Source: an optimization exercise on an open RTL-to-GDS flow (aim: a short achievable clock period and few clock cycles). Production flows keep margins and buffers that such runs may drop. The RTL was checked by simulation tests, not by an equivalence proof against the original design. No activity file was given, so power comes from the tool's default toggle rates.

Setup of maple:
==> flow/design.v <==
package cache_geom_pkg;
    localparam int unsigned ADDR_W    = 30;   
    localparam int unsigned OFFSET_W  = 2;    
    localparam int unsigned DEF_SET_W = 2;    
    typedef logic [31:0] word_t;
    typedef logic [32*(2**OFFSET_W)-1:0] line_t;
    typedef logic [ADDR_W-OFFSET_W-1:0] line_addr_t;
    typedef logic way_t;   
endpackage
package cache_ctrl_pkg;
    typedef enum logic [1:0] {
        ST_IDLE  = 2'd0,   
        ST_EVICT = 2'd1,   
        ST_FILL  = 2'd2    
    } miss_state_e;
    localparam int unsigned MEM_REQ_W  = 2;
    localparam int unsigned MEM_RD_BIT = 0;
    localparam int unsigned MEM_WR_BIT = 1;
    localparam logic [MEM_REQ_W-1:0] MEM_REQ_NONE = 2'b00;
    localparam logic [MEM_REQ_W-1:0] MEM_REQ_RD   = 2'b01;
    localparam logic [MEM_REQ_W-1:0] MEM_REQ_WR   = 2'b10;
endpackage
`timescale 1ns/1ps
module data_cache #(
    parameter int SET_W = 2
) (
    input  logic          clk,
    input  logic          rst_n,
    input  logic          i_proc_read,
    input  logic          i_proc_write,
    input  logic [29:0]   i_proc_addr,    
    input  logic [31:0]   i_proc_wdata,
    output logic          o_proc_stall,
    output logic [31:0]   o_proc_rdata,
    output logic          o_mem_read,
    output logic          o_mem_write,
    output logic [27:0]   o_mem_addr,
    output logic [127:0]  o_mem_wdata,
    input  logic          i_mem_ready,
    input  logic [127:0]  i_mem_rdata
);
    localparam int SETS = 4;
    logic [SETS-1:0]  valid0, valid1;
    logic [SETS-1:0]  dirty0, dirty1;
    logic [SETS-1:0]  lru;               
    logic [25:0]      tag0 [SETS];
    logic [25:0]      tag1 [SETS];
    localparam logic [25:0] KA = 26'h3FFFFFF;
    localparam logic [25:0] KB = 26'h2AAAAAA;
    logic [25:0]      tga0 [SETS];
    logic [25:0]      tga1 [SETS];
    logic [25:0]      tgb0 [SETS];
    logic [25:0]      tgb1 [SETS];
    logic [127:0]     line0 [SETS];
    logic [127:0]     line1 [SETS];
    logic             wb_busy;           
    logic             rd_busy;           
    logic [1:0]  wsel;
    logic [1:0]  set;
    logic [25:0] tag;
    logic        req;
    assign wsel = i_proc_addr[1:0];
    assign set  = i_proc_addr[3:2];
    assign tag  = i_proc_addr[29:4];
    assign req  = i_proc_read | i_proc_write;
    logic [SETS-1:0] sdec;
    logic [SETS-1:0] m0, m1;
    logic [SETS-1:0] ra0, ra1, rb0, rb1;     
    always_comb begin
        sdec[0] = ~set[1] & ~set[0];
        sdec[1] = ~set[1] &  set[0];
        sdec[2] =  set[1] & ~set[0];
        sdec[3] =  set[1] &  set[0];
        for (int s = 0; s < SETS; s++) begin
            m0[s]   = sdec[s] & valid0[s] & (tag0[s] == tag);
            m1[s]   = sdec[s] & valid1[s] & (tag1[s] == tag);
            ra0[s]  = sdec[s] & valid0[s] & ((tga0[s] ^ tag) == KA);
            ra1[s]  = sdec[s] & valid1[s] & ((tga1[s] ^ tag) == KA);
            rb0[s]  = sdec[s] & valid0[s] & ((tgb0[s] ^ tag) == KB);
            rb1[s]  = sdec[s] & valid1[s] & ((tgb1[s] ^ tag) == KB);
        end
    end
    logic hit0, hit1, hit;
    assign hit0 = |m0;
    assign hit1 = |m1;
    assign hit  = hit0 | hit1;
    logic [SETS-1:0] vd_s;
    logic [25:0]     vt_s [SETS];
    logic [127:0]    vl_s [SETS];
    always_comb begin
        for (int s = 0; s < SETS; s++) begin
            vd_s[s] = lru[s] ? dirty1[s] : dirty0[s];
            vt_s[s] = lru[s] ? tag1[s]   : tag0[s];
            vl_s[s] = lru[s] ? line1[s]  : line0[s];
        end
    end
    logic         vway;
    logic         vdirty;
    assign vway   = lru[set];
    assign vdirty = vd_s[set];
    logic fill;
    assign fill = rd_busy & i_mem_ready;
    logic [31:0] rdata;
    always_comb begin
        rdata = fill ? i_mem_rdata[wsel*32 +: 32] : '0;
        for (int s = 0; s < SETS; s++) begin
            rdata = rdata | ({{16{rb0[s]}}, {16{ra0[s]}}} & line0[s][wsel*32 +: 32])
                          | ({{16{rb1[s]}}, {16{ra1[s]}}} & line1[s][wsel*32 +: 32]);
        end
    end
    assign o_proc_stall = ~(hit | fill);
    assign o_proc_rdata = rdata;
    logic miss;
    assign miss = req & ~hit;
    assign o_mem_write = wb_busy | (~rd_busy & miss & vdirty);
    assign o_mem_read  = rd_busy | (~wb_busy & miss & ~vdirty);
    assign o_mem_addr  = {(vdirty & ~rd_busy) ? vt_s[set] : tag, set};
    assign o_mem_wdata = vl_s[set];
    logic done;
    logic used_way;
    assign done     = req & (hit | fill);
    assign used_way = hit ? hit1 : vway;
    always_ff @(posedge clk) begin
        if (!rst_n) begin
            valid0  <= '0;
            valid1  <= '0;
            dirty0  <= '0;
            dirty1  <= '0;
            lru     <= '0;
            wb_busy <= 1'b0;
            rd_busy <= 1'b0;
        end else begin
            if (!wb_busy && !rd_busy && miss) begin
                wb_busy <= vdirty;
                rd_busy <= ~vdirty;
            end
            if (wb_busy && i_mem_ready) begin
                wb_busy <= 1'b0;
                rd_busy <= 1'b1;
            end
            if (fill) begin
                rd_busy <= 1'b0;
                if (vway) begin
                    valid1[set] <= 1'b1;
                    dirty1[set] <= i_proc_write;
                end else begin
                    valid0[set] <= 1'b1;
                    dirty0[set] <= i_proc_write;
                end
            end
            if (i_proc_write && hit0) dirty0[set] <= 1'b1;
            if (i_proc_write && hit1) dirty1[set] <= 1'b1;
            if (done) lru[set] <= ~used_way;
        end
    end
    logic [127:0] fill_line;
    always_comb begin
        fill_line = i_mem_rdata;
        if (i_proc_write) fill_line[wsel*32 +: 32] = i_proc_wdata;
    end
    always_ff @(posedge clk) begin
        if (fill) begin
            if (vway) begin
                tag1[set]  <= tag;
                tga1[set]  <= tag ^ KA;
                tgb1[set]  <= tag ^ KB;
                line1[set] <= fill_line;
            end else begin
                tag0[set]  <= tag;
                tga0[set]  <= tag ^ KA;
                tgb0[set]  <= tag ^ KB;
                line0[set] <= fill_line;
            end
        end
        if (i_proc_write && hit0) line0[set][wsel*32 +: 32] <= i_proc_wdata;
        if (i_proc_write && hit1) line1[set][wsel*32 +: 32] <= i_proc_wdata;
    end
endmodule
Settings: LEC_CHECK=0, CAP_MARGIN=20, CORE_MARGIN=2, CORE_UTILIZATION=65, PLACE_DENSITY=0.8, SETUP_SLACK_MARGIN=1.5, SLEW_MARGIN=20, TNS_END_PERCENT=10; clock period 6.0 ns.
standard.sh (not shown) runs the stock make flow with config.mk's settings and CLKGATE_MAP_FILE= SYNTH_SCRIPT=/design/flow/synth_recipe.tcl, a recipe that flattens the netlist after the stock synthesis.
==> flow/flow/run.sh <==
#!/bin/bash
# Own layout flow: the standard ORFS flow (standard.sh, same synthesis, floorplan, power grid,
# placement, clock tree and routing) with two resizer settings changed:
#  - ports are buffered with sky130_fd_sc_hd__buf_8 instead of the smallest buffer the resizer
#    finds (a clkdlybuf4s50 delay cell on sky130hd);
#  - MATCH_CELL_FOOTPRINT=0, so that repair may swap such cells for faster ones of another
#    footprint.
# The make output goes to own_flow.log in the work folder; ORFS keeps each step's log under
# orfs/logs/.
set -euo pipefail
W=$(pwd)
cp config.mk own_config.mk
echo "export BUFFER_PORTS_ARGS = -buffer_cell sky130_fd_sc_hd__buf_8" >> own_config.mk
sed -e "s#DESIGN_CONFIG=[^ ]*#DESIGN_CONFIG=$W/own_config.mk#" \
    -e 's#CLKGATE_MAP_FILE= #CLKGATE_MAP_FILE= MATCH_CELL_FOOTPRINT=0 #' \
    standard.sh > own_standard.sh
bash own_standard.sh > own_flow.log 2>&1
The final layout from maple, which completed every stage, passed the timing, DRC and antenna checks at the end of the flow.
Testbench counts of maple, summed over its fixed seeds: cycles 47,152.
The following lists how indigo was set up differently from maple:
Settings: changing CORE_UTILIZATION from 65 to 50; changing PLACE_DENSITY from 0.8 to 0.65.
Notes after the runs:
- Relative to maple, sum of routed wire segments on met1 has increased by about 17% in indigo.
- indigo vs maple: number of vias per cell after detailed routing down
- maple → indigo: sum of buffers and inverters on the critical path moved up; power density relative to cell area moved down; global-route wire length before repair moved up; post-layout total power level.
- Per the comparison of indigo with maple, worst setup slack increased 0.028 ns, hold slack decreased 0.0066 ns.
- Compared maple against indigo; number of sinks on the clock net within noise.
- Cell count, indigo vs maple: up by a few percent
- Looking at global-route usage across indigo and maple, the one that comes out lower is indigo.
Input changes introduced in ember (baseline for comparison: indigo):
Settings: swapping 1.5 for 2.0 in SETUP_SLACK_MARGIN.
==> notes.md <==
- Any difference in hold path depth between indigo and ember is small enough to ignore.
- Clock network area share in ember is 0.22 points above indigo.
- [ember vs indigo] multi-input combinational area share: lower in ember
- ember against indigo: power share of the clock group rose by 1.2 points, fraction of final layout cells sized beyond drive strength 1 now sits higher, critical path depth increased by 3 relative to the old numbers, clock transition at the registers of the reported paths held.
- Worst hold slack across all endpoints for ember is higher than for indigo.
- Relative to indigo, the internal power contribution measured on ember has increased by a few percent.
- On final routed wire length divided by cell count: between ember and indigo, it ends up higher for ember.
## Diff of input files: zinc against ember
Settings: SETUP_SLACK_MARGIN now 2.5, was 2.0.
--- outcome ---
zinc vs ember — sequential share of layout area rose 0.20 points. In the reports for ember and zinc, the smaller part of the total power dissipated in the clock network belongs to zinc. Of the two values seen for destination of the critical timing path, o_proc_rdata[18] was produced by zinc and o_proc_rdata[31] by ember. Of the two values seen for cell type of the slowest stage on the worst timing path, nor4_4 was produced by ember and nand4_1 by zinc. ember → zinc: worst hold-check slack now smaller; count of clock-buffer cells in the layout +about 0.5%; routed wire length -0.51%.

==> separate check: timing with driven ports <==
In the flow no input, the clock included, has a driving cell. The finished layouts below were timed again as built, in two steps.
Step 1 sets driving cells, clkbuf_16 on the clock port and buf_2 on the other inputs (assumed; they add their load-dependent delay and slew).
Step 2 adds t to the input delays and takes it off the output delays; t is the mean of the earliest and latest rising clock arrival at the registers after step 1. Input paths then give back, and output paths get back, about the clock's delay inside the block.
a / b / c = ideal ports / drivers / drivers and shift; a / b = the first two.
run	t, ns	slack for setup (ns)	worst setup path after step 2	worst data-port slew with drivers (ns)
maple	0.854	1.191 / 1.051 / 0.723	input to register	0.36
indigo	0.879	1.219 / 1.122 / 0.912	input to register	0.25
ember	0.893	1.263 / 0.966 / 0.532	input to register	0.54
zinc	0.884	1.150 / 1.022 / 0.855	input to register	0.32
After both steps every run listed still meets setup and hold. The setup slack of ember, which loses most, moves by -0.297 ns with the drivers and by -0.731 ns with both steps.
